Background: an optimization exercise with open tools, aiming at small area. Do not read the settings as production practice.
Where RTL was checked, it was by simulation tests only, not by an equivalence proof against the original.
Function not checked in runs 4 to 7: the RTL went through the layout flow alone.
No activity file was given, so power comes from the tool's default toggle rates.

===== design.v =====
module matrix_stream_host #(
    parameter int DATA_W  = 16,
    parameter int ACC_W   = 32,
    parameter int N       = 4,
    parameter int TIMEOUT = 1024
) (
    input  logic                        clk,
    input  logic                        rst,
    input  logic                        start,
    output logic                        busy,
    output logic                        done,
    output logic                        tlast_err,
    output logic                        timeout,
    output logic                        accel_start,
    input  logic                        ld_we,
    input  logic [$clog2(2*N*N)-1:0]    ld_addr,
    input  logic [DATA_W-1:0]           ld_data,
    input  logic [$clog2(N*N)-1:0]      rd_addr,
    output logic [ACC_W-1:0]            rd_data,
    output logic                        m_axis_tvalid,
    output logic [DATA_W-1:0]           m_axis_tdata,
    input  logic                        m_axis_tready,
    input  logic                        s_axis_tvalid,
    input  logic [ACC_W-1:0]            s_axis_tdata,
    input  logic                        s_axis_tlast,
    output logic                        s_axis_tready
);
    localparam int OPS    = 2 * N * N;
    localparam int RES    = N * N;
    localparam int LD_AW  = $clog2(OPS);
    localparam int RD_AW  = $clog2(RES);
    localparam int RIDX_W = $clog2(RES + 1);
    localparam int WD_W   = $clog2(TIMEOUT);
    localparam int CNT_W  = (WD_W > LD_AW) ? WD_W : LD_AW;
    typedef enum logic [2:0] {
        S_IDLE = 3'd0,
        S_KICK = 3'd1,
        S_SEND = 3'd2,
        S_RECV = 3'd3,
        S_FIN  = 3'd4
    } state_t;
    state_t state;
    state_t state_nx;
    logic [OPS-1:0][DATA_W-1:0] op_buf;
    logic [RES-1:0][ACC_W-1:0]  res_buf;
    logic [OPS-1:0]    op_vld;
    logic [RIDX_W-1:0] res_hwm;
    logic [CNT_W-1:0]  cnt;        
    logic [RIDX_W-1:0] recv_idx;
    logic in_send, in_recv;
    logic m_fire, s_fire;
    logic last_op, last_res, res_full;
    logic wdog_hit;
    assign in_send  = (state == S_SEND);
    assign in_recv  = (state == S_RECV);
    assign m_fire   = in_send && m_axis_tready;
    assign s_fire   = s_axis_tvalid && s_axis_tready;
    assign last_op  = (cnt[LD_AW-1:0] == LD_AW'(OPS - 1));
    assign last_res = (recv_idx == RIDX_W'(RES - 1));
    assign res_full = (recv_idx == RIDX_W'(RES));
    assign wdog_hit = in_recv && !s_fire && (cnt == CNT_W'(TIMEOUT - 1));
    logic [OPS-1:0] op_sel;
    logic [RES-1:0] rd_sel;
    always_comb begin
        m_axis_tdata = '0;
        for (int i = 0; i < OPS; i++) begin
            op_sel[i] = op_vld[i] && (cnt[LD_AW-1:0] == LD_AW'(i));
            m_axis_tdata = m_axis_tdata | ({DATA_W{op_sel[i]}} & op_buf[i]);
        end
    end
    always_comb begin
        rd_data = '0;
        for (int i = 0; i < RES; i++) begin
            rd_sel[i] = (rd_addr == RD_AW'(i)) && (RIDX_W'(i) < res_hwm);
            rd_data = rd_data | ({ACC_W{rd_sel[i]}} & res_buf[i]);
        end
    end
    always_ff @(posedge clk or posedge rst) begin
        if (rst) state <= S_IDLE;
        else     state <= state_nx;
    end
    always_comb begin
        state_nx = state;
        case (state)
            S_IDLE: if (start) state_nx = S_KICK;
            S_KICK: state_nx = S_SEND;
            S_SEND: begin
                if (m_fire && last_op)
                    state_nx = (res_full || (s_fire && last_res)) ? S_FIN : S_RECV;
            end
            S_RECV: begin
                if (s_fire && last_res) state_nx = S_FIN;
                else if (wdog_hit)      state_nx = S_FIN;
            end
            S_FIN:   state_nx = S_IDLE;
            default: state_nx = S_IDLE;
        endcase
    end
    always_comb begin
        busy          = 1'b0;
        done          = 1'b0;
        accel_start   = 1'b0;
        m_axis_tvalid = 1'b0;
        s_axis_tready = 1'b0;
        case (state)
            S_KICK: begin
                busy        = 1'b1;
                accel_start = 1'b1;
            end
            S_SEND: begin
                busy          = 1'b1;
                m_axis_tvalid = 1'b1;
                s_axis_tready = !res_full;
            end
            S_RECV: begin
                busy          = 1'b1;
                s_axis_tready = !res_full;
            end
            S_FIN:   done = 1'b1;
            default: ;
        endcase
    end
    always_ff @(posedge clk or posedge rst) begin
        if (rst) cnt <= '0;
        else if (in_send) begin
            if (m_axis_tready) cnt <= last_op ? '0 : cnt + CNT_W'(1);
        end else if (in_recv) begin
            cnt <= s_fire ? '0 : cnt + CNT_W'(1);
        end else cnt <= '0;
    end
    always_ff @(posedge clk or posedge rst) begin
        if (rst)                  recv_idx <= '0;
        else if (state == S_KICK) recv_idx <= '0;
        else if (s_fire)          recv_idx <= recv_idx + RIDX_W'(1);
    end
    always_ff @(posedge clk or posedge rst) begin
        if (rst) begin
            tlast_err <= 1'b0;
            timeout   <= 1'b0;
        end else if (state == S_KICK) begin
            tlast_err <= 1'b0;
            timeout   <= 1'b0;
        end else begin
            if (s_fire && (s_axis_tlast != last_res)) tlast_err <= 1'b1;
            if (wdog_hit)                             timeout   <= 1'b1;
        end
    end
    always_ff @(posedge clk or posedge rst) begin
        if (rst) op_vld <= '0;
        else if (state == S_IDLE && ld_we) op_vld[ld_addr] <= 1'b1;
    end
    logic idle_q, act_q;
    always_ff @(posedge clk or posedge rst) begin
        if (rst) begin
            idle_q <= 1'b1;
            act_q  <= 1'b0;
        end else begin
            idle_q <= (state_nx == S_IDLE);
            act_q  <= (state_nx == S_SEND) || (state_nx == S_RECV);
        end
    end
    logic [OPS-1:0] op_we, op_hold;
    always_comb begin
        for (int i = 0; i < OPS; i++) begin
            op_we[i]   = (state == S_IDLE) && ld_we && (ld_addr == LD_AW'(i));
            op_hold[i] = !(idle_q && ld_we && (ld_addr == LD_AW'(i)));
        end
    end
    always_ff @(posedge clk) begin
        for (int i = 0; i < OPS; i++)
            op_buf[i] <= ({DATA_W{op_we[i]}} & ld_data) | ({DATA_W{op_hold[i]}} & op_buf[i]);
    end
    always_ff @(posedge clk or posedge rst) begin
        if (rst) res_hwm <= '0;
        else if (s_fire && recv_idx == res_hwm) res_hwm <= res_hwm + RIDX_W'(1);
    end
    logic [RES-1:0] res_we, res_hold;
    always_comb begin
        for (int i = 0; i < RES; i++) begin
            res_we[i]   = s_fire && (recv_idx[RD_AW-1:0] == RD_AW'(i));
            res_hold[i] = !(s_axis_tvalid && act_q && !res_full &&
                            (recv_idx[RD_AW-1:0] == RD_AW'(i)));
        end
    end
    always_ff @(posedge clk) begin
        for (int i = 0; i < RES; i++)
            res_buf[i] <= ({ACC_W{res_we[i]}} & s_axis_tdata) | ({ACC_W{res_hold[i]}} & res_buf[i]);
    end
endmodule

===== flow/run.sh =====
#!/bin/bash
set -o pipefail
export CTS_ARGS="-sink_clustering_enable -repair_clock_nets -dont_use_dummy_load -sink_clustering_size 16 -sink_clustering_max_diameter 60 -buf_list {sky130_fd_sc_hd__clkbuf_4 sky130_fd_sc_hd__clkbuf_8}"
export REMOVE_ABC_BUFFERS=1
export BUFFER_PORTS_ARGS="-buffer_cell sky130_fd_sc_hd__buf_1"
cp standard.sh standard_sh.txt
bash standard.sh > standard.log 2>&1

===== standard.sh =====
#!/bin/bash
# synth_recipe.tcl (not shown) runs the flow's synth.tcl, then flattens the netlist and writes it again
# the make line also repeats each setting of config.mk as NAME=value (left out here)
make -C /OpenROAD-flow-scripts/flow DESIGN_CONFIG=/design/flow/config.mk WORK_HOME=/design/flow/orfs CLKGATE_MAP_FILE= SYNTH_SCRIPT=/design/flow/synth_recipe.tcl "${@:-finish}"

===== config.mk =====
export PLATFORM = sky130hd
export DESIGN_NAME = matrix_stream_host
export DESIGN_NICKNAME = matrix_stream_host
export VERILOG_FILES = /design/flow/design.v
export SDC_FILE = /design/flow/constraint.sdc
export NUM_CORES = 4
export LEC_CHECK = 0
export CAP_MARGIN = 20
export CORE_MARGIN = 2
export CORE_UTILIZATION = 60
export CTS_BUF_LIST = sky130_fd_sc_hd__clkbuf_4 sky130_fd_sc_hd__clkbuf_8
export SLEW_MARGIN = 20

===== constraint.sdc =====
create_clock -name core_clock -period 7.0 [get_ports {clk}]
set_input_delay 1.4000 -clock core_clock [delete_from_list [all_inputs] [get_ports {clk}]]
set_output_delay 1.4000 -clock core_clock [all_outputs]
set_load 0.01 [all_outputs]

==> impl_metrics.yaml, run 1 <==
clock_tree:
  clockRootBuffer: "clkbuf_8"
  cts_max_path_buffers: 3
  cts_htree_levels: 3
  postCtsResizedCells: 0
  postCtsSetupBuffers: 0
  ctsHoldBuffers: 0
  cts_tree: "built"
  path_clk_slew_ns: 0.06
  clk_latency_ns: 0.75
  cts-buffers-inserted: 80
  clock-sinks: 1083
grt:
  grt_overflow: 0
  antenna_found_initial: 6
  grt_use_total: 0.438
  grt_max_degree: 60
  grt_pass1_vias: 33500
  grt_pass1_wl_um: 227000
worst_hold_path:
  min_path_cells: 1
  min_path_type: "flip-flop to flip-flop"
  min_from: "op_vld[19]$_DFFE_PP0P_"
  holdPathEnd: "op_vld[19]$_DFFE_PP0P_"
worst_setup_path:
  arrival_ns: 4.18
  worstPathCellList: "buf_1, nand2b_1, nor2_2, buf_4, a22oi_1, o2111a_1, nand4_1, buf_1"
  worst-path-buf-inv: 3
  crit_family: "simple AND/OR/NAND/NOR gates"
  rr_endpoint: "res_buf[402]$_DFF_P_"
  endpoint_kind: "primary output"
  crit_slowest_cell: "nor2_2"
  critical-path-max-stage-delay_ns: 0.77
  required_ns: 5.60
  critPathKind: "input port to primary output"
  reg2regPathDepth: 6
  rrSetupSlack_ns: 3.61
  cp_max_fo: 14
  r2r-start: "recv_idx[2]$_DFFE_PP0P_"
  cpMostUsedCell: "buf_1"
  crit_path_start_kind: "input port"
floorplan:
  core_um2: 66000
  die_h_um: 263
  die_x_um: 263
  start_util: 0.609
  rows: 94
  die_area_um2: 69000
  ios: 119
route:
  ant_nets: 0
  route.detailed.drc: 0
  topRoutingLayerUsed: "met5"
  wl_met3_um: 25000
  drt-initial-drc-count: 6320
  wl_um: 157000
  num_vias: 35100
  vias_per_cell: 8.02
  first_pass_iters: 13
  wl_met1_um: 60800
  wire_per_inst_um: 36.0
  wl_met2_um: 63400
sta:
  clock_skew_ns: 0.0567
  max_slew_margin: 0.152
  max_slew.worst_pin.slew_ns: 1.27
  grt_setup_unrepaired: "no"
  finalCritPeriodShare: 0.797
  max_freq_ghz: 0.179
  setup_viol: 0
  fin_crit_ns: 5.58
  setup_tns_ns: 0
  drv_slew: 0
  finalHoldViolCount: 0
placed_design:
  post-place-cells: 4282
  io_buffers: 118
  finalWeightedCongestion: 0.930
  hpwl_um: 87900
layout:
  layout_common_cells: "a22o_1, dfxtp_1, a22oi_1, buf_4, buf_1"
  drive_gt1_frac: 0.0828
  final_common_cell: "a22o_1"
  fin_nets: 3585
  layout.cells.non_filler: 4369
  areaGrowthSynthToFinish_pct: 5.57
logic_synthesis:
  synth.avg_cell_area_um2: 11.1
  synth_warnings: 1
  syn_area_um2: 40200
  syn_inst: 3609
  synth_edf_count: 0
  synthDistinctLibCells: 65
  async_flop_share: 0.0545
  ys_ff_latch: 1083
  synthFlopType: "dfxtp_1"
  synth_seq_area_share: 0.547
pwr:
  internal_power_uw: 10700
  netSwitchingPower_uw: 4480
  power_density_nw_per_um2: 357
  p_clk_frac: 0.199
  p_leak_uw: 0.0164
  power_frac_seq: 0.604
  switching_share: 0.296
  ir_worst_vdd_mv: 0.352
  p_comb_frac: 0.196
  power_uw: 15100
run_status:
  status: "finished clean"
flow_run:
  cap_violations: 0
## how the worst max path moves through the flow
| stage | startpoint | end | slack (ns) | depth (start not counted) |
|---|---|---|---|---|
| final | rd_addr[1] | rd_data[16] | 1.42 | 8 |
| after global routing | rd_addr[1] | rd_data[16] | 1.30 | 8 |
| after CTS | cnt[0]$_DFFE_PP0P_ | m_axis_tdata[13] | 1.52 | 8 |
| after detailed placement | rd_addr[1] | rd_data[16] | 1.52 | 8 |
| after global placement | rd_addr[0] | rd_data[30] | 1.42 | 8 |
| after floorplan | rd_addr[1] | rd_data[25] | 0.88 | 5 |
## registers in the layout, summed over array words and instances, names as in the netlist
signal	cells
act_q	1
cnt	10
idle_q	1
op_buf	512
op_vld	32
recv_idx	5
res_buf	512
res_hwm	5
state	3
timeout	1
tlast_err	1
## cell type report
cell class                      instances  area, um2
Clock buffer                           80       1100
Fill cell                            5247      23600
Timing Repair Buffer                  242       1450
Sequential cell                      1083      22000
Tap cell                              864       1080
Antenna cell                            4       10.0
Multi-Input combinational cell       2080      16700
Inverter                               16       60.1
## synthesized netlist by cell type (all sizes together) (9+ instances only)
| cell type | count | area share |
|---|---|---|
| nand2 | 71 | 0.0066 |
| xor2 | 14 | 0.0031 |
| nor4 | 12 | 0.0020 |
| inv | 16 | 0.0015 |
| dfrtp | 58 | 0.036 |
| buf | 141 | 0.016 |
| a222oi | 88 | 0.022 |
| clkbuf | 289 | 0.027 |
| a22oi | 311 | 0.058 |
| nor2b | 14 | 0.0022 |
| and3 | 50 | 0.0078 |
| a22o | 1042 | 0.23 |
| o21ai | 13 | 0.0016 |
| a32oi | 14 | 0.0031 |
| a2bb2oi | 11 | 0.0024 |
| nand2b | 9 | 0.0014 |
| ha | 18 | 0.0056 |
| nor2 | 79 | 0.0074 |
| o211ai | 10 | 0.0019 |
| or3 | 27 | 0.0042 |
| nand4 | 72 | 0.011 |
| nor3 | 18 | 0.0030 |
| a21o | 28 | 0.0052 |
| and2 | 12 | 0.0019 |
| nand3 | 69 | 0.0086 |
| xnor2 | 10 | 0.0022 |
| dfxtp | 1024 | 0.51 |
| or4 | 16 | 0.0030 |
## metrics by stage
stage	instance area [um2]	utilization	hold WS, ns	worst slack (ns)
final	42400	0.643	0.447	1.42
after global routing	42400	0.643	0.470	1.30
after CTS	42300	0.641	0.449	1.52
after detailed placement	41200	0.624	0.436	1.52
after global placement	41100	0.623	0.433	1.42
after floorplan	38400	-	0.420	0.882
## power by group through the flow
stage,Clock [uW],Sequential [uW],Combinational [uW]
after detailed placement,0,9180,2890
final,3020,9150,2970
after CTS,3000,9070,2900
after global placement,0,9120,2760
after floorplan,0,8870,2110
after global routing,3210,9300,3170
## cells by family (layout without fill, tap and decap cells)
family,Yosys count,after routing,synth area share
AOI/OAI and AO/OA,1568,1568,0.333
adders and majority gates,18,18,0.00561
muxes,1,1,0.000280
DFF,1083,1083,0.547
other,0,4,0
xor gates and xnor gates,24,24,0.00523
and+or+nand+nor,469,469,0.0636
buffers and inverters,446,338,0.0450
## routing by layer
layer | GRT usage | vias to the layer above
met1 | 0.609 | 17400
met5 | 0.00277 | -
met4 | 0.201 | 6
li1 | - | 14000
met3 | 0.160 | 605
met2 | 0.605 | 3121
==> run 2: changes to the inputs <==
--- a/config.mk
+++ b/config.mk
@@ -8,5 +8,5 @@
 export CAP_MARGIN = 20
 export CORE_MARGIN = 2
 export CORE_UTILIZATION = 60
-export CTS_BUF_LIST = sky130_fd_sc_hd__clkbuf_4 sky130_fd_sc_hd__clkbuf_8
+export GPL_TIMING_DRIVEN = 0
 export SLEW_MARGIN = 20
==> run 2 against run 1 <==
Effect of this change: largest cell class unchanged; sequential cell count unchanged; final area rose by 2.1%; combinational power increased by 3%; synthesized cell count unchanged; setup slack lost 0.82 ns; register-to-register slack worse by 0.06 ns; still clean on timing, DRC and antenna; clock skew up 0.012 ns; wire length shrank 0.74%; global-route usage is 0.38 points lower.
==> impl_metrics.yaml, run 2 <==
grt:
  grt_overflow: 0
  grt_use_total: 0.434
  grt_max_degree: 60
  grt_pass1_vias: 34000
  antenna_found_initial: 10
  grt_pass1_wl_um: 225000
layout:
  areaGrowthSynthToFinish_pct: 7.74
  layout.cells.non_filler: 4359
  final_util: 0.656
  layout_common_cells: "a22o_1, dfxtp_1, a22oi_1, buf_1, a222oi_1"
  fin_nets: 3575
  fillers: 4997
  drive_gt1_frac: 0.100
  final_common_cell: "a22o_1"
route:
  topRoutingLayerUsed: "met5"
  ant_nets: 0
  wire_per_inst_um: 35.8
  wl_met1_um: 60200
  wl_met3_um: 24400
  wl_um: 156000
  vias_per_cell: 8.00
  drt-initial-drc-count: 6680
  wl_met2_um: 63800
  route.detailed.drc: 0
  num_vias: 34900
  first_pass_iters: 10
placed_design:
  post-place-cells: 4274
  io_buffers: 118
  finalWeightedCongestion: 0.948
  hpwl_um: 96600
pwr:
  power_frac_seq: 0.601
  ir_worst_vdd_mv: 0.354
  switching_share: 0.295
  internal_power_uw: 10700
  p_clk_frac: 0.198
  netSwitchingPower_uw: 4490
  power_density_nw_per_um2: 352
  power_uw: 15200
  p_comb_frac: 0.202
  p_leak_uw: 0.0166
clock_tree:
  path_clk_slew_ns: 0.08
  postCtsResizedCells: 0
  cts_htree_levels: 3
  clockRootBuffer: "clkbuf_8"
  postCtsSetupBuffers: 0
  clock-sinks: 1083
  ctsHoldBuffers: 0
  clk_latency_ns: 0.74
  cts_max_path_buffers: 3
  cts_tree: "built"
  cts-buffers-inserted: 80
sta:
  setup_viol: 0
  finalCritPeriodShare: 0.914
  max_slew.worst_pin.slew_ns: 1.33
  drv_slew: 0
  holdWs_ns: 0.452
  clock_skew_ns: 0.0686
  grt_setup_unrepaired: "no"
  fin_crit_ns: 6.40
  max_slew_margin: 0.111
  finalHoldViolCount: 0
  max_freq_ghz: 0.156
run_status:
  status: "finished clean"
worst_setup_path:
  cp_max_fo: 12
  crit_family: "buffers and inverters"
  required_ns: 5.60
  worstPathCellList: "buf_1, nand2b_1, nor4_2, buf_4, buf_2, buf_2, buf_4, a22oi_1, and4_1, nand4_1, buf_1"
  endpoint_kind: "primary output"
  crit_path_start_kind: "input port"
  crit_slowest_cell: "nor4_2"
  worst-path-buf-inv: 6
  critPathKind: "input port to primary output"
  arrival_ns: 5.00
  path_depth: 11
  reg2regPathDepth: 4
  critical-path-max-stage-delay_ns: 0.93
floorplan:
  die_area_um2: 69000
  die_x_um: 263
  rows: 94
  ios: 119
  core_um2: 66000
  die_h_um: 263
  start_util: 0.609
logic_synthesis:
  synth.avg_cell_area_um2: 11.1
  synth_commonest_cells: "a22o_1, dfxtp_1, a22oi_1, clkbuf_1, buf_2"
  synth_edf_count: 0
  ys_ff_latch: 1083
  synthFlopType: "dfxtp_1"
  synth.most_common_cell: "a22o_1"
  synth_seq_area_share: 0.547
  yosys.area.top_type: "dfxtp_1"
  syn_inst: 3609
  synthDistinctLibCells: 65
  synth_warnings: 1
  synth_top_area_share: 0.510
  syn_area_um2: 40200
  async_flop_share: 0.0545
  synth_area_leaders: "dfxtp_1, a22o_1, a22oi_1"
flow_run:
  cap_violations: 0
worst_hold_path:
  min_path_cells: 1
  min_path_type: "flip-flop to flip-flop"
run 2: cell counts after synthesis:
No cell type changed its count.
run 2: final timing paths:
check	from	to	slack, ns
max in group asynchronous	rst	recv_idx[0]$_DFFE_PP0P_	5.67
worst max register to register	idle_q$_DFF_PP1_	op_buf[149]$_DFF_P_	3.55
worst min register to register	op_vld[27]$_DFFE_PP0P_	op_vld[27]$_DFFE_PP0P_	0.45
min in group asynchronous	rst	op_vld[5]$_DFFE_PP0P_	0.82
worst min-delay path	op_vld[27]$_DFFE_PP0P_	op_vld[27]$_DFFE_PP0P_	0.45
worst max-delay path	rd_addr[1]	rd_data[4]	0.60
run 2: power groups by stage:
stage / sequential, uW / combinational, uW / clock (uW)
2_1_floorplan: 8870 / 2110 / 0
3_3_place_gp: 9060 / 2680 / 0
3_5_place_dp: 9190 / 3000 / 0
4_1_cts: 9070 / 3020 / 2980
5_1_grt: 9310 / 3270 / 3190
6_report: 9150 / 3070 / 3010
run 2: kinds of logic (layout without fill, tap and decap cells):
family,count (synthesis),count (layout),synth area share
AOI/OAI and AO/OA,1568,1568,0.333
xor gates and xnor gates,24,24,0.00523
adders and majority gates,18,18,0.00561
buffers and inverters,446,328,0.0450
DFF,1083,1083,0.547
muxes,1,1,0.000280
other,0,4,0
and+or+nand+nor,469,469,0.0636
run 2: area by class of cell:
class | instances | area [um2] | area share
Sequential cell | 1083 | 22000 | 0.508
Multi-Input combinational cell | 2080 | 17000 | 0.392
Timing Repair Buffer | 232 | 2080 | 0.0480
Clock buffer | 80 | 1100 | 0.0254
Tap cell | 864 | 1080 | 0.0250
Inverter | 16 | 62.6 | 0.00145
Antenna cell | 4 | 10.0 | 0.000231
run 2: worst register-to-register path: stages (launching register included):
cell	delay (ns)
dfstp_2	0.57
nand2_1	0.20
nor2_1	0.85
nand3_1	1.16
a22o_1	0.59
run 2: per-stage QoR:
stage                     TNS (ns)  area, um2  setup WS, ns
after global placement     -129.71      40000         -4.44
after CTS                        0      43200         0.848
after detailed placement         0      42100         0.847
final                            0      43300         0.600
after global routing             0      43300         0.549
after floorplan                  0      38400         0.882
run 2: metal layers:
metal	track usage	vias to the layer above
met1	0.592	17300
met3	0.162	568
met5	0	-
met4	0.187	12
met2	0.616	3072
li1	-	13900
==> run 3: changes to the inputs <==
--- a/config.mk
+++ b/config.mk
@@ -5,8 +5,7 @@
 export SDC_FILE = /design/flow/constraint.sdc
 export NUM_CORES = 4
 export LEC_CHECK = 0
-export CAP_MARGIN = 20
+export CAP_MARGIN = 5
 export CORE_MARGIN = 2
 export CORE_UTILIZATION = 60
-export GPL_TIMING_DRIVEN = 0
-export SLEW_MARGIN = 20
+export SLEW_MARGIN = 5
==> run 3 against run 2 <==
Effect of this change: sequential power hardly changed; highest routed layer unchanged; critical path type unchanged; wire length grew 0.48%; synthesized cell count unchanged; still clean; register-to-register slack barely moved; largest cell class unchanged; sequential cell count stayed put.
==> impl_metrics.yaml, run 3 <==
run_status:
  status: "finished clean"
sta:
  worst_slack_ns: 1.10
  finalCritPeriodShare: 0.842
  max_slew_margin: 0.0494
  drv_slew: 0
  fin_crit_ns: 5.90
  max_slew.worst_pin.slew_ns: 1.41
  finalHoldViolCount: 0
  setup_viol: 0
  max_freq_ghz: 0.170
  clock_skew_ns: 0.0424
  grt_setup_unrepaired: "no"
  setup_tns_ns: 0
route:
  first_pass_iters: 8
  vias_per_cell: 8.00
  num_vias: 34900
  drt-initial-drc-count: 6179
  route.detailed.drc: 0
  wl_um: 157000
  ant_nets: 0
  wire_per_inst_um: 36.0
placed_design:
  io_buffers: 118
  hpwl_um: 87800
  place_ws_ns: 1.32
  finalWeightedCongestion: 0.930
logic_synthesis:
  synth_top_area_share: 0.510
  syn_inst: 3609
  ys_ff_latch: 1083
  synth.avg_cell_area_um2: 11.1
  synth_area_leaders: "dfxtp_1, a22o_1, a22oi_1"
  synthDistinctLibCells: 65
  synth_edf_count: 0
  synth_commonest_cells: "a22o_1, dfxtp_1, a22oi_1, clkbuf_1, buf_2"
  syn_area_um2: 40200
  synthFlopType: "dfxtp_1"
  synth.most_common_cell: "a22o_1"
  yosys.area.top_type: "dfxtp_1"
  async_flop_share: 0.0545
  synth_seq_area_share: 0.547
  synth_warnings: 1
worst_setup_path:
  critical-path-max-stage-delay_ns: 1.20
  crit_path_start_kind: "input port"
  endpoint_kind: "primary output"
  rr_endpoint: "res_buf[408]$_DFF_P_"
  worstPathCellList: "buf_1, nand2b_1, nor4_2, buf_4, a2bb2oi_1, o211ai_1, or3_1, buf_1"
  rrSetupSlack_ns: 3.55
  cp_max_fo: 12
  critPathKind: "input port to primary output"
  required_ns: 5.60
  worst-path-buf-inv: 3
  cpMostUsedCell: "buf_1"
  arrival_ns: 4.50
  crit_slowest_cell: "nor4_2"
  r2r-start: "recv_idx[2]$_DFFE_PP0P_"
  crit_family: "simple AND/OR/NAND/NOR gates"
  reg2regPathDepth: 6
clock_tree:
  path_clk_slew_ns: 0.07
  postCtsResizedCells: 0
  ctsHoldBuffers: 0
  clockRootBuffer: "clkbuf_8"
  cts_htree_levels: 3
  clk_latency_ns: 0.73
  clock-sinks: 1083
  cts-buffers-inserted: 80
  postCtsSetupBuffers: 0
  cts_max_path_buffers: 3
  cts_tree: "built"
grt:
  grt_overflow: 0
  grt_pass1_vias: 33600
  antenna_found_initial: 9
  grt_pass1_wl_um: 227000
  grt_max_degree: 60
  grt_use_total: 0.439
pwr:
  p_leak_uw: 0.0163
  p_comb_frac: 0.195
  p_clk_frac: 0.199
  power_frac_seq: 0.606
  power_density_nw_per_um2: 358
  ir_worst_vdd_mv: 0.245
  internal_power_uw: 10700
  switching_share: 0.295
  netSwitchingPower_uw: 4460
  power_uw: 15100
floorplan:
  die_area_um2: 69000
  rows: 94
  core_um2: 66000
  ios: 119
  die_h_um: 263
  die_x_um: 263
  start_util: 0.609
layout:
  drive_gt1_frac: 0.0795
  fillers: 5244
  fin_nets: 3580
  multi_input_area_um2: 16700
  seq_area_um2: 22000
  layout_common_cells: "a22o_1, dfxtp_1, a22oi_1, buf_4, buf_1"
  final_common_cell: "a22o_1"
  areaGrowthSynthToFinish_pct: 5.15
worst_hold_path:
  holdPathEnd: "op_vld[18]$_DFFE_PP0P_"
  min_from: "op_vld[18]$_DFFE_PP0P_"
  min_path_cells: 1
  min_path_type: "flip-flop to flip-flop"
flow_run:
  cap_violations: 0
[run 3: final cells by class]
type	count	share of cell area
timing repair buffer	237	0.0320
multi-input combinational	2080	0.395
tap	864	0.0256
antenna	4	0.000237
clock buffer	80	0.0261
sequential	1083	0.520
inverter	16	0.00142
[run 3: how the worst max path moves through the flow]
stage,from,endpoint,slack [ns],cells past startpoint
after global routing,rd_addr[0],rd_data[30],1.15,8
after global placement,rd_addr[0],rd_data[30],1.42,8
final,rd_addr[0],rd_data[30],1.10,8
after floorplan,rd_addr[1],rd_data[25],0.88,5
after CTS,rd_addr[0],rd_data[22],1.31,8
after detailed placement,rd_addr[0],rd_data[22],1.32,8
[run 3: cell families (layout without fill, tap and decap cells)]
group / after synthesis / after routing / synth area share
AO/OA/AOI/OAI: 1568 / 1568 / 0.333
flip-flops: 1083 / 1083 / 0.547
AND/OR/NAND/NOR: 469 / 469 / 0.0636
buffers and inverters: 446 / 333 / 0.0450
XOR/XNOR: 24 / 24 / 0.00523
adder cells (fa/ha/maj): 18 / 18 / 0.00561
multiplexers: 1 / 1 / 0.000280
other: 0 / 4 / 0
[run 3: power by group through the flow]
stage,Clock (uW),Sequential (uW),Combinational (uW)
after floorplan,0,8870,2110
after global placement,0,9120,2760
final,3010,9150,2950
after CTS,3000,9070,2900
after detailed placement,0,9190,2890
after global routing,3200,9300,3160
[run 3: stage by stage]
step	cells	cell area, um2	util	hold slack (ns)
floorplan	3179	38400	-	0.420
global placement	4280	41100	0.623	0.433
detailed placement	4280	41100	0.623	0.437
CTS	4360	42200	0.640	0.455
global route	4363	42200	0.640	0.470
finish	4364	42200	0.640	0.451
[run 3: routing by layer]
layer / global-route usage / vias up / wire [um]
li1: - / 14000 / -
met1: 0.614 / 17300 / 60600
met2: 0.613 / 3046 / 63400
met3: 0.138 / 605 / 24100
met4: 0.210 / 8 / 8680
met5: 0 / - / 62
[run 3: worst register-to-register path: stages (launching register included)]
cell and delay [ns]:
dfrtp_1 0.94, and4bb_2 0.36, nor3_4 0.40, nand2_1 0.34, nor2_4 0.67, buf_4 0.46
a22o_1 0.20
==> run 4: changes to the inputs <==
--- a/design.v
+++ b/design.v
@@ -41,8 +41,8 @@
     } state_t;
     state_t state;
     state_t state_nx;
-    logic [OPS-1:0][DATA_W-1:0] op_buf;
-    logic [RES-1:0][ACC_W-1:0]  res_buf;
+    logic [DATA_W-1:0] op_buf  [OPS];
+    logic [ACC_W-1:0]  res_buf [RES];
     logic [OPS-1:0]    op_vld;
     logic [RIDX_W-1:0] res_hwm;
     logic [CNT_W-1:0]  cnt;        
@@ -149,41 +149,14 @@
         if (rst) op_vld <= '0;
         else if (state == S_IDLE && ld_we) op_vld[ld_addr] <= 1'b1;
     end
-    logic idle_q, act_q;
-    always_ff @(posedge clk or posedge rst) begin
-        if (rst) begin
-            idle_q <= 1'b1;
-            act_q  <= 1'b0;
-        end else begin
-            idle_q <= (state_nx == S_IDLE);
-            act_q  <= (state_nx == S_SEND) || (state_nx == S_RECV);
-        end
-    end
-    logic [OPS-1:0] op_we, op_hold;
-    always_comb begin
-        for (int i = 0; i < OPS; i++) begin
-            op_we[i]   = (state == S_IDLE) && ld_we && (ld_addr == LD_AW'(i));
-            op_hold[i] = !(idle_q && ld_we && (ld_addr == LD_AW'(i)));
-        end
-    end
     always_ff @(posedge clk) begin
-        for (int i = 0; i < OPS; i++)
-            op_buf[i] <= ({DATA_W{op_we[i]}} & ld_data) | ({DATA_W{op_hold[i]}} & op_buf[i]);
+        if (state == S_IDLE && ld_we) op_buf[ld_addr] <= ld_data;
     end
     always_ff @(posedge clk or posedge rst) begin
         if (rst) res_hwm <= '0;
         else if (s_fire && recv_idx == res_hwm) res_hwm <= res_hwm + RIDX_W'(1);
     end
-    logic [RES-1:0] res_we, res_hold;
-    always_comb begin
-        for (int i = 0; i < RES; i++) begin
-            res_we[i]   = s_fire && (recv_idx[RD_AW-1:0] == RD_AW'(i));
-            res_hold[i] = !(s_axis_tvalid && act_q && !res_full &&
-                            (recv_idx[RD_AW-1:0] == RD_AW'(i)));
-        end
-    end
     always_ff @(posedge clk) begin
-        for (int i = 0; i < RES; i++)
-            res_buf[i] <= ({ACC_W{res_we[i]}} & s_axis_tdata) | ({ACC_W{res_hold[i]}} & res_buf[i]);
+        if (s_fire) res_buf[recv_idx[RD_AW-1:0]] <= s_axis_tdata;
     end
 endmodule
==> run.sh (new file) <==
#!/bin/bash
# synth_recipe.tcl (not shown) runs the flow's synth.tcl, then flattens the netlist and writes it again
# the make line also repeats each setting of config.mk as NAME=value (left out here)
make -C /OpenROAD-flow-scripts/flow DESIGN_CONFIG=/design/flow/config.mk WORK_HOME=/design/flow/orfs CLKGATE_MAP_FILE= SYNTH_SCRIPT=/design/flow/synth_recipe.tcl finish
--- a/config.mk
+++ b/config.mk
@@ -5,7 +5,8 @@
 export SDC_FILE = /design/flow/constraint.sdc
 export NUM_CORES = 4
 export LEC_CHECK = 0
-export CAP_MARGIN = 5
+export CAP_MARGIN = 20
 export CORE_MARGIN = 2
 export CORE_UTILIZATION = 60
-export SLEW_MARGIN = 5
+export CTS_BUF_LIST = sky130_fd_sc_hd__clkbuf_4 sky130_fd_sc_hd__clkbuf_8
+export SLEW_MARGIN = 20
removed: flow/run.sh
removed: standard.sh
==> run 4 against run 3 <==
Effect of this change: critical endpoint is now rd_data[11]; cell count decreased by 21%; critical path type unchanged; highest routed layer unchanged; largest power group unchanged; still clean; total power decreased by 8.2%; sequential power shrank 17%; final area rose by 8.3%; hold slack improved by 0.021 ns.
==> impl_metrics.yaml, run 4 <==
pwr:
  power_frac_seq: 0.546
  internal_power_uw: 10500
  ir_worst_vdd_mv: 0.204
  switching_share: 0.243
  p_leak_uw: 0.0148
  power_density_nw_per_um2: 303
  p_comb_frac: 0.092
  netSwitchingPower_uw: 3370
  power_uw: 13900
  p_clk_frac: 0.362
worst_setup_path:
  required_ns: 5.60
  cp_max_fo: 14
  worst-path-buf-inv: 3
  worstPathCellList: "clkdlybuf4s50_1, nand2b_1, nor2_1, buf_4, a22oi_1, o21ai_0, a2111o_1, clkdlybuf4s50_1"
  arrival_ns: 4.61
  rrSetupSlack_ns: 3.60
  crit_slowest_cell: "nor2_1"
  cpMostUsedCell: "clkdlybuf4s50_1"
  crit_family: "buffers and inverters"
  critPathKind: "input port to primary output"
  critical-path-max-stage-delay_ns: 0.72
  path_depth: 8
  crit_path_start_kind: "input port"
  endpoint_kind: "primary output"
  reg2regPathDepth: 5
grt:
  antenna_found_initial: 5
  grt_pass1_wl_um: 161000
  grt_overflow: 0
  grt_pass1_vias: 23300
  grt_max_degree: 58
  grt_use_total: 0.339
logic_synthesis:
  syn_area_um2: 39800
  synth_commonest_cells: "edfxtp_1, a22oi_1, a222oi_1, clkbuf_1, nor2_1"
  synth_top_area_share: 0.773
  synth_area_leaders: "edfxtp_1, a22oi_1, dfrtp_1"
  async_flop_share: 0.0527
  synth_seq_area_share: 0.809
  ys_ff_latch: 1081
  synthFlopType: "edfxtp_1"
  synth_edf_count: 1024
  synth_warnings: 1
  yosys.area.top_type: "edfxtp_1"
  synthDistinctLibCells: 67
  syn_inst: 2209
  synth.most_common_cell: "edfxtp_1"
  synth.avg_cell_area_um2: 18.0
run_status:
  status: "finished clean"
floorplan:
  die_x_um: 262
  core_um2: 65700
  die_h_um: 262
  ios: 119
  start_util: 0.605
  die_area_um2: 68400
  rows: 94
placed_design:
  hpwl_um: 62200
  io_buffers: 118
  finalWeightedCongestion: 0.846
  post-place-cells: 3144
sta:
  finalHoldViolCount: 0
  max_freq_ghz: 0.166
  max_slew.worst_pin.slew_ns: 1.13
  max_slew_margin: 0.248
  setup_tns_ns: 0
  setup_viol: 0
  finalCritPeriodShare: 0.859
  clock_skew_ns: 0.0262
  grt_setup_unrepaired: "no"
  fin_crit_ns: 6.01
  drv_slew: 0
layout:
  fin_nets: 2528
  drive_gt1_frac: 0.162
  final_common_cell: "edfxtp_1"
  areaGrowthSynthToFinish_pct: 15.0
  layout.cells.non_filler: 3439
  layout_common_cells: "edfxtp_1, a22oi_1, clkbuf_8, clkdlybuf4s50_1, a222oi_1"
clock_tree:
  clk_latency_ns: 0.81
  clock-sinks: 1081
  ctsHoldBuffers: 0
  cts_tree: "built"
  cts_htree_levels: 4
  cts_max_path_buffers: 3
  cts-buffers-inserted: 166
  postCtsSetupBuffers: 0
  path_clk_slew_ns: 0.06
  clockRootBuffer: "clkbuf_8"
  postCtsResizedCells: 0
route:
  first_pass_iters: 9
  num_vias: 23500
  route.detailed.drc: 0
  wire_per_inst_um: 33.4
  drt-initial-drc-count: 3349
  ant_nets: 0
  wl_um: 115000
  vias_per_cell: 6.84
worst_hold_path:
  min_path_type: "flip-flop to flip-flop"
  min_path_cells: 1
flow_run:
  cap_violations: 0
-- run 4: cell type report --
class | instances | area, um2
antenna | 3 | 7.51
clock buffer | 216 | 2670
timing repair buffer | 208 | 1870
clock inverter | 76 | 484
fill | 4246 | 20000
multi-input combinational | 975 | 7410
tap | 864 | 1080
sequential | 1081 | 32200
inverter | 16 | 60.1
-- run 4: stage by stage --
step                hold slack [ns]  setup WS (ns)  utilization  area [um2]
floorplan                     0.434           2.05            -       39800
global placement              0.453           1.06        0.648       42600
detailed placement            0.454           1.01        0.648       42600
CTS                           0.470          0.999        0.696       45700
global route                  0.480          0.848        0.696       45800
finish                        0.471          0.990        0.696       45800
-- run 4: cell families after synthesis --
family / after synthesis / synth area share
AO/OA/AOI/OAI: 544 / 0.111
XOR/XNOR: 25 / 0.00550
adder cells (fa/ha/maj): 16 / 0.00503
buffers and inverters: 153 / 0.0156
flip-flops: 1081 / 0.809
multiplexers: 3 / 0.000786
AND/OR/NAND/NOR: 387 / 0.0538
-- run 4: final timing paths --
check / from / to
setup / recovery: rd_addr[1] / rd_data[11]
hold / removal: op_vld[1]$_DFFE_PP0P_ / op_vld[1]$_DFFE_PP0P_
setup reg to reg: recv_idx[3]$_DFFE_PP0P_ / res_buf[7][1]$_DFFE_PP_
hold reg to reg: op_vld[1]$_DFFE_PP0P_ / op_vld[1]$_DFFE_PP0P_
max in group asynchronous: rst / op_vld[27]$_DFFE_PP0P_
min in group asynchronous: rst / timeout$_DFFE_PP0P_
-- run 4: layer usage --
layer  up-vias  share of wire  track usage
li1       9808              -            -
met1     12000           0.35        0.417
met2      1430           0.51        0.584
met3       283          0.094       0.0728
met4         2          0.039        0.148
met5         -        0.00011            0
-- run 4: power groups by stage --
| stage | sequential (uW) | clock, uW | combinational, uW |
|---|---|---|---|
| CTS | 7570 | 5060 | 1270 |
| global route | 7590 | 5340 | 1360 |
| floorplan | 7590 | 0 | 685 |
| global placement | 7690 | 0 | 1240 |
| detailed placement | 7700 | 0 | 1260 |
| finish | 7570 | 5020 | 1280 |
==> run 5: changes to the inputs <==
==> flow/run.sh (new file) <==
#!/bin/bash
set -o pipefail
export CTS_ARGS="-sink_clustering_enable -repair_clock_nets -dont_use_dummy_load -buf_list {sky130_fd_sc_hd__clkbuf_4 sky130_fd_sc_hd__clkbuf_8}"
export BUFFER_PORTS_ARGS="-buffer_cell sky130_fd_sc_hd__buf_1"
cp standard.sh standard_sh.txt
bash standard.sh > standard.log 2>&1
==> standard.sh (new file) <==
#!/bin/bash
# synth_recipe.tcl (not shown) runs the flow's synth.tcl, then flattens the netlist and writes it again
# the make line also repeats each setting of config.mk as NAME=value (left out here)
make -C /OpenROAD-flow-scripts/flow DESIGN_CONFIG=/design/flow/config.mk WORK_HOME=/design/flow/orfs CLKGATE_MAP_FILE= SYNTH_SCRIPT=/design/flow/synth_recipe.tcl "${@:-finish}"
removed: run.sh
==> run 5 against run 4 <==
Effect of this change: still clean on timing, DRC and antenna; area after synthesis did not move; global-route usage fell by 0.17 points; register-to-register slack improved by 0.21 ns; setup slack improved by 0.46 ns; count of clock-buffer cells in the layout fell by 50; total power fell by 7.0%; sequential power barely moved; critical path depth did not move; hold slack got worse by 0.0012 ns; first-iteration DRC count rose by 7.3%; wire length fell by 0.60%; via count fell by 1.1%.
==> impl_metrics.yaml, run 5 <==
layout:
  final_common_cell: "edfxtp_1"
  layout_common_cells: "edfxtp_1, a22oi_1, clkbuf_8, a222oi_1, buf_1"
  areaGrowthSynthToFinish_pct: 10.8
  fillers: 4444
  final_cell_area_um2: 44100
  fin_nets: 2518
  drive_gt1_frac: 0.140
worst_hold_path:
  min_path_cells: 1
  min_path_type: "flip-flop to flip-flop"
  min_from: "op_vld[1]$_DFFE_PP0P_"
  holdPathEnd: "op_vld[1]$_DFFE_PP0P_"
route:
  num_vias: 23300
  ant_nets: 0
  drt-initial-drc-count: 3595
  route.detailed.drc: 0
  first_pass_iters: 7
  wire_per_inst_um: 34.5
  vias_per_cell: 7.04
  wl_um: 114000
logic_synthesis:
  async_flop_share: 0.0527
  syn_inst: 2209
  yosys.area.top_type: "edfxtp_1"
  synth_edf_count: 1024
  synth.most_common_cell: "edfxtp_1"
  synthFlopType: "edfxtp_1"
  synth_warnings: 1
  synth_area_leaders: "edfxtp_1, a22oi_1, dfrtp_1"
  synthDistinctLibCells: 67
  ys_ff_latch: 1081
  synth_commonest_cells: "edfxtp_1, a22oi_1, a222oi_1, clkbuf_1, nor2_1"
  synth_top_area_share: 0.773
  syn_area_um2: 39800
  synth.avg_cell_area_um2: 18.0
  synth_seq_area_share: 0.809
worst_setup_path:
  worstPathCellList: "ha_1, and3_1, ha_1, and2_1, a222oi_1, nand4_1, or4_1, buf_1"
  required_ns: 5.60
  crit_slowest_cell: "or4_1"
  rrSetupSlack_ns: 3.81
  critPathKind: "flip-flop to primary output"
  arrival_ns: 4.15
  crit_path_start_kind: "flip-flop"
  endpoint_kind: "primary output"
  cpMostUsedCell: "ha_1"
  cp_max_fo: 16
  critical-path-max-stage-delay_ns: 0.63
  reg2regPathDepth: 5
  rr_endpoint: "res_buf[15][29]$_DFFE_PP_"
  r2r-start: "recv_idx[2]$_DFFE_PP0P_"
pwr:
  ir_worst_vdd_mv: 0.251
  p_clk_frac: 0.323
  internal_power_uw: 9810
  p_leak_uw: 0.0140
  netSwitchingPower_uw: 3080
  p_comb_frac: 0.089
  power_frac_seq: 0.588
  switching_share: 0.239
  power_uw: 12900
  power_density_nw_per_um2: 292
sta:
  fin_crit_ns: 5.55
  setup_viol: 0
  holdWs_ns: 0.470
  grt_setup_unrepaired: "no"
  drv_slew: 0
  clock_skew_ns: 0.0639
  setup_tns_ns: 0
  finalCritPeriodShare: 0.793
  max_slew_margin: 0.166
  finalHoldViolCount: 0
  max_freq_ghz: 0.180
  max_slew.worst_pin.slew_ns: 1.25
grt:
  top_usage_layer: "met2"
  grt_overflow: 0
  grtUsageMet3: 0.0678
  grt_use_total: 0.338
  grt_use_met1: 0.426
  grt_pass1_vias: 22800
  antenna_found_initial: 4
  grt_pass1_wl_um: 160000
  grt_max_degree: 58
  use_met2: 0.582
clock_tree:
  cts_tree: "built"
  cts_htree_levels: 4
  clk_latency_ns: 0.82
  cts-buffers-inserted: 166
  path_clk_slew_ns: 0.06
  postCtsResizedCells: 0
  postCtsSetupBuffers: 0
  clock-sinks: 1081
  ctsHoldBuffers: 0
  cts_max_path_buffers: 3
  clockRootBuffer: "clkbuf_8"
placed_design:
  finalWeightedCongestion: 0.833
  hpwl_um: 60800
  placed_cell_area_um2: 41800
  io_buffers: 118
floorplan:
  start_util: 0.605
  ios: 119
  die_x_um: 262
  core_um2: 65700
  die_area_um2: 68400
  die_h_um: 262
  rows: 94
run_status:
  status: "finished clean"
flow_run:
  cap_violations: 0
==> run 5: cell types whose count changed in the layout (fill, tap and decap cells not counted), sizes merged <==
cell and change:
buf +93, inv -9, clkbuf -35, clkinv -59, diode -1, clkdlybuf4s50 -118, bufinv -4, clkinvlp -4
==> run 5: logic make-up (layout without fill, tap and decap cells) <==
kind of cell | count (synthesis) | in the layout | synth area share
adder cells (fa/ha/maj) | 16 | 16 | 0.00503
buffers and inverters | 153 | 380 | 0.0156
XOR/XNOR | 25 | 25 | 0.00550
AO/OA/AOI/OAI | 544 | 544 | 0.111
flip-flops | 1081 | 1081 | 0.809
multiplexers | 3 | 3 | 0.000786
other | 0 | 2 | 0
AND/OR/NAND/NOR | 387 | 387 | 0.0538
==> run 5: layout make-up <==
| cell class | instances | area, um2 | share of cell area |
|---|---|---|---|
| Clock buffer | 166 | 2280 | 0.0518 |
| Multi-Input combinational cell | 975 | 7430 | 0.168 |
| Timing Repair Buffer | 198 | 1070 | 0.0243 |
| Antenna cell | 2 | 5.00 | 0.000113 |
| Tap cell | 864 | 1080 | 0.0245 |
| Inverter | 16 | 60.1 | 0.00136 |
| Sequential cell | 1081 | 32200 | 0.730 |
==> run 5: through the flow <==
| step | setup WS, ns | util | cells |
|---|---|---|---|
| floorplan | 2.05 | - | 2209 |
| global placement | 1.60 | 0.635 | 3132 |
| detailed placement | 1.54 | 0.635 | 3133 |
| CTS | 1.44 | 0.670 | 3299 |
| global route | 1.31 | 0.671 | 3301 |
| finish | 1.45 | 0.671 | 3302 |
==> run 5: worst max-delay path by stage <==
stage                                  start                 endpoint  depth (start not counted)
final                     cnt[0]$_DFFE_PP0P_          m_axis_tdata[6]                          8
after global routing      cnt[0]$_DFFE_PP0P_          m_axis_tdata[6]                          8
after CTS                 cnt[0]$_DFFE_PP0P_          m_axis_tdata[6]                          8
after detailed placement          rd_addr[2]              rd_data[22]                          8
after global placement            rd_addr[3]              rd_data[22]                          8
after floorplan                s_axis_tvalid  res_buf[0][0]$_DFFE_PP_                          5
==> run 5: power by group through the flow <==
stage               Clock [uW]  Combinational, uW  Sequential, uW
floorplan                    0                685            7590
global placement             0               1110            7690
detailed placement           0               1130            7700
CTS                       4220               1140            7570
global route              4450               1230            7600
finish                    4170               1150            7580
==> run 5: worst max-delay path: cells and delay by family (launching register included) <==
kind | cells | cell delay, ns
AND/OR/NAND/NOR | 4 | 1.62
adder cells (fa/ha/maj) | 2 | 0.65
flip-flops | 1 | 0.46
AO/OA/AOI/OAI | 1 | 0.46
buffers and inverters | 1 | 0.20
==> run 5: per-layer routing <==
| layer | part of all wire | routed length, um | vias to the layer above |
|---|---|---|---|
| li1 | - | - | 9636 |
| met1 | 0.36 | 41000 | 11800 |
| met2 | 0.51 | 57700 | 1514 |
| met3 | 0.098 | 11200 | 278 |
| met4 | 0.037 | 4230 | 2 |
| met5 | 0.00011 | 13 | - |
==> run 6: changes to the inputs <==
==> flow/run.sh (replaced) <==
#!/bin/bash
set -o pipefail
export CTS_ARGS="-sink_clustering_enable -repair_clock_nets -dont_use_dummy_load -sink_clustering_size 16 -sink_clustering_max_diameter 60 -buf_list {sky130_fd_sc_hd__clkbuf_4 sky130_fd_sc_hd__clkbuf_8}"
export BUFFER_PORTS_ARGS="-buffer_cell sky130_fd_sc_hd__buf_1"
cp standard.sh standard_sh.txt
bash standard.sh > standard.log 2>&1
==> run 6 against run 5 <==
Effect of this change: via count down 1.8%; final area down 2.7%; area after synthesis unchanged; total power down 10%; maximum frequency up 0.36%; die area unchanged; largest power group unchanged; setup slack better by 0.020 ns; wire length down 0.48%; critical endpoint unchanged; register-to-register slack better by 0.02 ns; count of clock-buffer cells in the layout down 87; non-clock buffer count unchanged; still clean on timing, DRC and antenna; sequential cell count unchanged.
==> impl_metrics.yaml, run 6 <==
worst_setup_path:
  rrSetupSlack_ns: 3.83
  arrival_ns: 4.13
  critPathKind: "flip-flop to primary output"
  required_ns: 5.60
  endpoint_kind: "primary output"
  reg2regPathDepth: 5
  r2r-start: "recv_idx[3]$_DFFE_PP0P_"
  cp_max_fo: 16
  rr_endpoint: "res_buf[3][19]$_DFFE_PP_"
  crit_path_start_kind: "flip-flop"
sta:
  max_freq_ghz: 0.181
  setup_tns_ns: 0
  grt_setup_unrepaired: "no"
  max_slew.worst_pin.slew_ns: 1.23
  clock_skew_ns: 0.0540
  finalHoldViolCount: 0
  drv_slew: 0
  setup_viol: 0
  max_slew_margin: 0.178
  fin_crit_ns: 5.53
  finalCritPeriodShare: 0.790
pwr:
  ir_worst_vdd_mv: 0.203
  p_leak_uw: 0.0134
  power_uw: 11600
  power_density_nw_per_um2: 270
route:
  drt-initial-drc-count: 3488
  num_vias: 22800
  wire_per_inst_um: 35.3
  route.detailed.drc: 0
  wl_um: 113000
  first_pass_iters: 9
  vias_per_cell: 7.11
  ant_nets: 0
worst_hold_path:
  min_path_cells: 1
  min_from: "op_vld[29]$_DFFE_PP0P_"
  min_path_type: "flip-flop to flip-flop"
  holdPathEnd: "op_vld[29]$_DFFE_PP0P_"
logic_synthesis:
  syn_inst: 2209
  synthDistinctLibCells: 67
  synth.avg_cell_area_um2: 18.0
  async_flop_share: 0.0527
  synth_top_area_share: 0.773
  synth_commonest_cells: "edfxtp_1, a22oi_1, a222oi_1, clkbuf_1, nor2_1"
  syn_area_um2: 39800
  synth.most_common_cell: "edfxtp_1"
  synthFlopType: "edfxtp_1"
  ys_ff_latch: 1081
  synth_top_family_by_area: "compound AO/OA/AOI/OAI gates"
  synth_seq_area_share: 0.809
  synth_compound_area_frac: 0.111
  synth-xor-area-share: 0.00550
  synth_warnings: 1
  synth_area_leaders: "edfxtp_1, a22oi_1, dfrtp_1"
  synth_edf_count: 1024
  yosys.area.top_type: "edfxtp_1"
  synth_mux_area_frac: 0.000786
  synth-simple-area-share: 0.0538
  synth_fa_ha_area_frac: 0.00503
layout:
  multi_input_area_um2: 7430
  fillers: 4567
  seq_area_um2: 32200
  areaGrowthSynthToFinish_pct: 7.83
  layout_common_cells: "edfxtp_1, a22oi_1, a222oi_1, buf_1, clkbuf_8"
  final_common_cell: "edfxtp_1"
  final_util: 0.653
  fin_nets: 2431
  drive_gt1_frac: 0.108
grt:
  grt_max_degree: 58
  grt_use_total: 0.333
  grt_pass1_wl_um: 159000
  antenna_found_initial: 3
  grt_overflow: 0
  grt_pass1_vias: 22100
clock_tree:
  postCtsResizedCells: 0
  cts_htree_levels: 3
  cts_tree: "built"
  cts-buffers-inserted: 79
  clockRootBuffer: "clkbuf_8"
  clock-sinks: 1081
  ctsHoldBuffers: 0
  clk_latency_ns: 0.71
  postCtsSetupBuffers: 0
  path_clk_slew_ns: 0.09
  cts_max_path_buffers: 3
floorplan:
  die_h_um: 262
  die_area_um2: 68400
  die_x_um: 262
  core_um2: 65700
  rows: 94
  start_util: 0.605
  ios: 119
placed_design:
  finalWeightedCongestion: 0.833
  hpwl_um: 60800
  io_buffers: 118
run_status:
  status: "finished clean"
flow_run:
  cap_violations: 0
[run 6: cell counts after synthesis]
No cell type changed its count.
[run 6: worst max-delay path by stage]
stage                                    to  depth (start not counted)                from  slack (ns)
finish                      m_axis_tdata[6]                          8  cnt[0]$_DFFE_PP0P_        1.47
global route                m_axis_tdata[6]                          8  cnt[0]$_DFFE_PP0P_        1.37
CTS                         m_axis_tdata[6]                          8  cnt[0]$_DFFE_PP0P_        1.51
detailed placement              rd_data[22]                          8          rd_addr[2]        1.54
global placement                rd_data[22]                          8          rd_addr[3]        1.60
floorplan           res_buf[0][0]$_DFFE_PP_                          5       s_axis_tvalid        2.05
[run 6: through the flow]
step                setup WS (ns)  cell area, um2  cells  hold slack [ns]
floorplan                    2.05           39800   2209            0.434
global placement             1.60           41800   3132            0.450
detailed placement           1.54           41800   3133            0.454
CTS                          1.51           42900   3212            0.478
global route                 1.37           42900   3214            0.503
finish                       1.47           42900   3214            0.480
[run 6: final cells by class]
| cell class | instances | share of cell area |
|---|---|---|
| clock buffer | 79 | 0.0253 |
| sequential | 1081 | 0.750 |
| timing repair buffer | 198 | 0.0250 |
| antenna | 1 | 0.0000583 |
| tap | 864 | 0.0252 |
| inverter | 16 | 0.00140 |
| multi-input combinational | 975 | 0.173 |
[run 6: cell families (layout without fill, tap and decap cells)]
group	count (synthesis)	after routing
simple gates	387	387
fa+ha+maj	16	16
xor+xnor	25	25
flops	1081	1081
buf+inv	153	293
compound gates	544	544
other cells	0	1
mux	3	3
[run 6: where the power goes]
group / leakage (uW) / switching, uW / total (uW) / internal [uW]
Combinational: 0.00283 / 801 / 1150 / 346
Sequential: 0.00997 / 195 / 7560 / 7360
Clock: 0.000568 / 1860 / 2880 / 1020
[run 6: metal layers]
metal  routed length [um]  share of wire  global-route usage  vias up
met4                 4330          0.038               0.120        2
li1                     -              -                   -     9449
met5                   13        0.00011                   0        -
met1                41100           0.36               0.428    11800
met2                57600           0.51               0.576     1347
met3                10500          0.092              0.0583      257
[run 6: worst max-delay path: stages (launching register included)]
cell and delay, ns:
dfrtp_1 0.47, ha_1 0.40, and3_1 0.28, ha_1 0.24
and2_1 0.55, a222oi_1 0.47, nand4_1 0.17, or4_1 0.64
buf_1 0.20
==> run 7: changes to the inputs <==
==> flow/run.sh (replaced) <==
#!/bin/bash
set -o pipefail
export CTS_ARGS="-sink_clustering_enable -repair_clock_nets -dont_use_dummy_load -sink_clustering_size 20 -sink_clustering_max_diameter 80 -buf_list {sky130_fd_sc_hd__clkbuf_8 sky130_fd_sc_hd__clkbuf_16}"
export BUFFER_PORTS_ARGS="-buffer_cell sky130_fd_sc_hd__buf_1"
cp standard.sh standard_sh.txt
bash standard.sh > standard.log 2>&1
==> run 7 against run 6 <==
Effect of this change: still clean; via count decreased by 0.75%; register-to-register slack about the same; utilization grew 0.63 points; highest routed layer unchanged.
==> impl_metrics.yaml, run 7 <==
run_status:
  status: "finished clean"
logic_synthesis:
  synth_warnings: 1
  syn_inst: 2209
  yosys.area.top_type: "edfxtp_1"
  synthFlopType: "edfxtp_1"
  async_flop_share: 0.0527
  synth_area_leaders: "edfxtp_1, a22oi_1, dfrtp_1"
  synth.avg_cell_area_um2: 18.0
  ys_ff_latch: 1081
  syn_area_um2: 39800
  synthDistinctLibCells: 67
  synth_edf_count: 1024
  synth_top_area_share: 0.773
  synth_commonest_cells: "edfxtp_1, a22oi_1, a222oi_1, clkbuf_1, nor2_1"
  synth_seq_area_share: 0.809
  synth.most_common_cell: "edfxtp_1"
worst_setup_path:
  critPathKind: "input port to primary output"
  required_ns: 5.60
  cp_max_fo: 13
  reg2regPathDepth: 5
  rr_endpoint: "res_buf[3][15]$_DFFE_PP_"
  r2r-start: "recv_idx[2]$_DFFE_PP0P_"
  endpoint_kind: "primary output"
  arrival_ns: 4.10
  rrSetupSlack_ns: 3.83
  crit_path_start_kind: "input port"
pwr:
  ir_worst_vdd_mv: 0.186
  netSwitchingPower_uw: 2890
  internal_power_uw: 9220
  switching_share: 0.238
  p_clk_frac: 0.281
  power_frac_seq: 0.624
  p_comb_frac: 0.095
  power_density_nw_per_um2: 280
  p_leak_uw: 0.0135
worst_hold_path:
  holdPathEnd: "op_vld[1]$_DFFE_PP0P_"
  min_path_cells: 1
  min_path_type: "flip-flop to flip-flop"
  min_from: "op_vld[1]$_DFFE_PP0P_"
sta:
  fin_crit_ns: 5.50
  drv_slew: 0
  worst_slack_ns: 1.50
  holdWs_ns: 0.477
  max_slew.worst_pin.slew_ns: 1.23
  max_freq_ghz: 0.182
  finalHoldViolCount: 0
  setup_viol: 0
  finalCritPeriodShare: 0.786
  setup_tns_ns: 0
  max_slew_margin: 0.183
  clock_skew_ns: 0.0467
  grt_setup_unrepaired: "no"
layout:
  areaGrowthSynthToFinish_pct: 8.88
  layout_common_cells: "edfxtp_1, a22oi_1, a222oi_1, buf_1, buf_4"
  final_util: 0.659
  multi_input_area_um2: 7430
  drive_gt1_frac: 0.101
  fillers: 4490
  seq_area_um2: 32200
  final_common_cell: "edfxtp_1"
  fin_nets: 2412
grt:
  grt_pass1_wl_um: 158000
  grt_max_degree: 58
  antenna_found_initial: 2
  grt_overflow: 0
  grt_use_total: 0.332
  grt_pass1_vias: 22100
route:
  num_vias: 22700
  ant_nets: 0
  first_pass_iters: 9
  drt-initial-drc-count: 3487
  wire_per_inst_um: 35.4
  wl_um: 113000
  vias_per_cell: 7.09
  route.detailed.drc: 0
clock_tree:
  path_clk_slew_ns: 0.07
  cts_htree_levels: 2
  cts_max_path_buffers: 3
  postCtsSetupBuffers: 0
  clockRootBuffer: "clkbuf_16"
  postCtsResizedCells: 0
  ctsHoldBuffers: 0
  cts_tree: "built"
  clk_latency_ns: 0.66
  cts-buffers-inserted: 60
  clock-sinks: 1081
floorplan:
  die_h_um: 262
  die_area_um2: 68400
  rows: 94
  die_x_um: 262
  start_util: 0.605
  core_um2: 65700
  ios: 119
placed_design:
  finalWeightedCongestion: 0.833
  hpwl_um: 60800
  io_buffers: 118
  place_ws_ns: 1.54
flow_run:
  cap_violations: 0
[run 7: cell counts after synthesis]
No cell type changed its count.
[run 7: routing by layer]
| layer | vias up | part of all wire | GRT usage | wire length (um) |
|---|---|---|---|---|
| met3 | 246 | 0.093 | 0.0489 | 10600 |
| met5 | - | 0.00011 | 0 | 13 |
| met4 | 2 | 0.035 | 0.113 | 3920 |
| met2 | 1309 | 0.51 | 0.581 | 57700 |
| met1 | 11700 | 0.36 | 0.429 | 40800 |
| li1 | 9436 | - | - | - |
[run 7: logic make-up (layout without fill, tap and decap cells)]
kind of cell	count (synthesis)	count (layout)	synth area share
multiplexers	3	3	0.000786
buffers and inverters	153	274	0.0156
flip-flops	1081	1081	0.809
XOR/XNOR	25	25	0.00550
other	0	2	0
AO/OA/AOI/OAI	544	544	0.111
adder cells (fa/ha/maj)	16	16	0.00503
AND/OR/NAND/NOR	387	387	0.0538
[run 7: power groups by stage]
stage / registers, uW / logic (uW) / clock network (uW)
global route: 7590 / 1230 / 3620
finish: 7560 / 1150 / 3410
floorplan: 7590 / 685 / 0
global placement: 7690 / 1110 / 0
CTS: 7550 / 1140 / 3420
detailed placement: 7700 / 1130 / 0
[run 7: how the worst max path moves through the flow]
stage	start	end	slack [ns]	cells after the start
after floorplan	s_axis_tvalid	res_buf[0][0]$_DFFE_PP_	2.05	5
after global placement	rd_addr[3]	rd_data[22]	1.60	8
after detailed placement	rd_addr[2]	rd_data[22]	1.54	8
after CTS	rd_addr[3]	rd_data[22]	1.56	8
after global routing	rd_addr[3]	rd_data[22]	1.40	8
final	rd_addr[3]	rd_data[11]	1.50	8
[run 7: cell type report]
type	instances	area share
clock buffers	60	0.0347
repair buffers	198	0.0248
flip-flops and latches	1081	0.743
well taps	864	0.0250
multi-input cells	975	0.171
diodes	2	0.000116
inverters	16	0.00139
[run 7: through the flow]
step                      cell area (um2)  std cells  power [uW]
after floorplan                     39800       2209        8280
after global placement              41800       3132        8800
after detailed placement            41800       3133        8830
after CTS                           43300       3193       12100
after global routing                43300       3194       12400
final                               43300       3196       12100
[run 7: worst max-delay path: stages]
cell and delay, ns:
buf_1 0.33, nand2_1 0.33, a2111oi_4 1.06, buf_4 0.40
a22oi_1 0.14, nand3_1 0.14, a2111o_1 0.13, buf_1 0.16

==> separate check: timing with driven ports <==
The flow's constraints put no driver on any port. The routed layouts listed below were extracted and timed again, unchanged, in two steps. Step 1 assumes that a clkbuf_16 drives the clock port and a buf_2 every other input. Step 2 moves the port delays by t, midway between the first and last clock arrival at a register: inputs arrive t later, outputs are due t later. That takes back most of the time a late clock gives input paths. Slacks: ideal / step 1 / step 2; pairs: ideal / step 1.
run	t (ns)	setup WS [ns]	worst setup path at the end	slew at the worst register clock pin (ns)	cell pins on the clock port's net
run 1	0.777	1.424 / 1.368 / 1.368	input to output	0.11 / 0.11	1
run 2	0.768	0.600 / 0.512 / 0.512	input to output	0.11 / 0.11	1
run 3	0.774	1.104 / 1.045 / 1.045	input to output	0.11 / 0.11	1
run 4	0.870	0.990 / 0.942 / 0.942	input to output	0.07 / 0.07	1
run 5	0.845	1.449 / 1.379 / 1.379	input to output	0.06 / 0.06	1
run 6	0.746	1.469 / 1.404 / 1.473	input to output	0.10 / 0.10	1
run 7	0.705	1.501 / 1.431 / 1.431	input to output	0.09 / 0.09	1
After both steps every run listed still meets setup and hold. The setup slack of run 2, which loses most, moves by -0.088 ns with the drivers and by -0.088 ns with both steps.
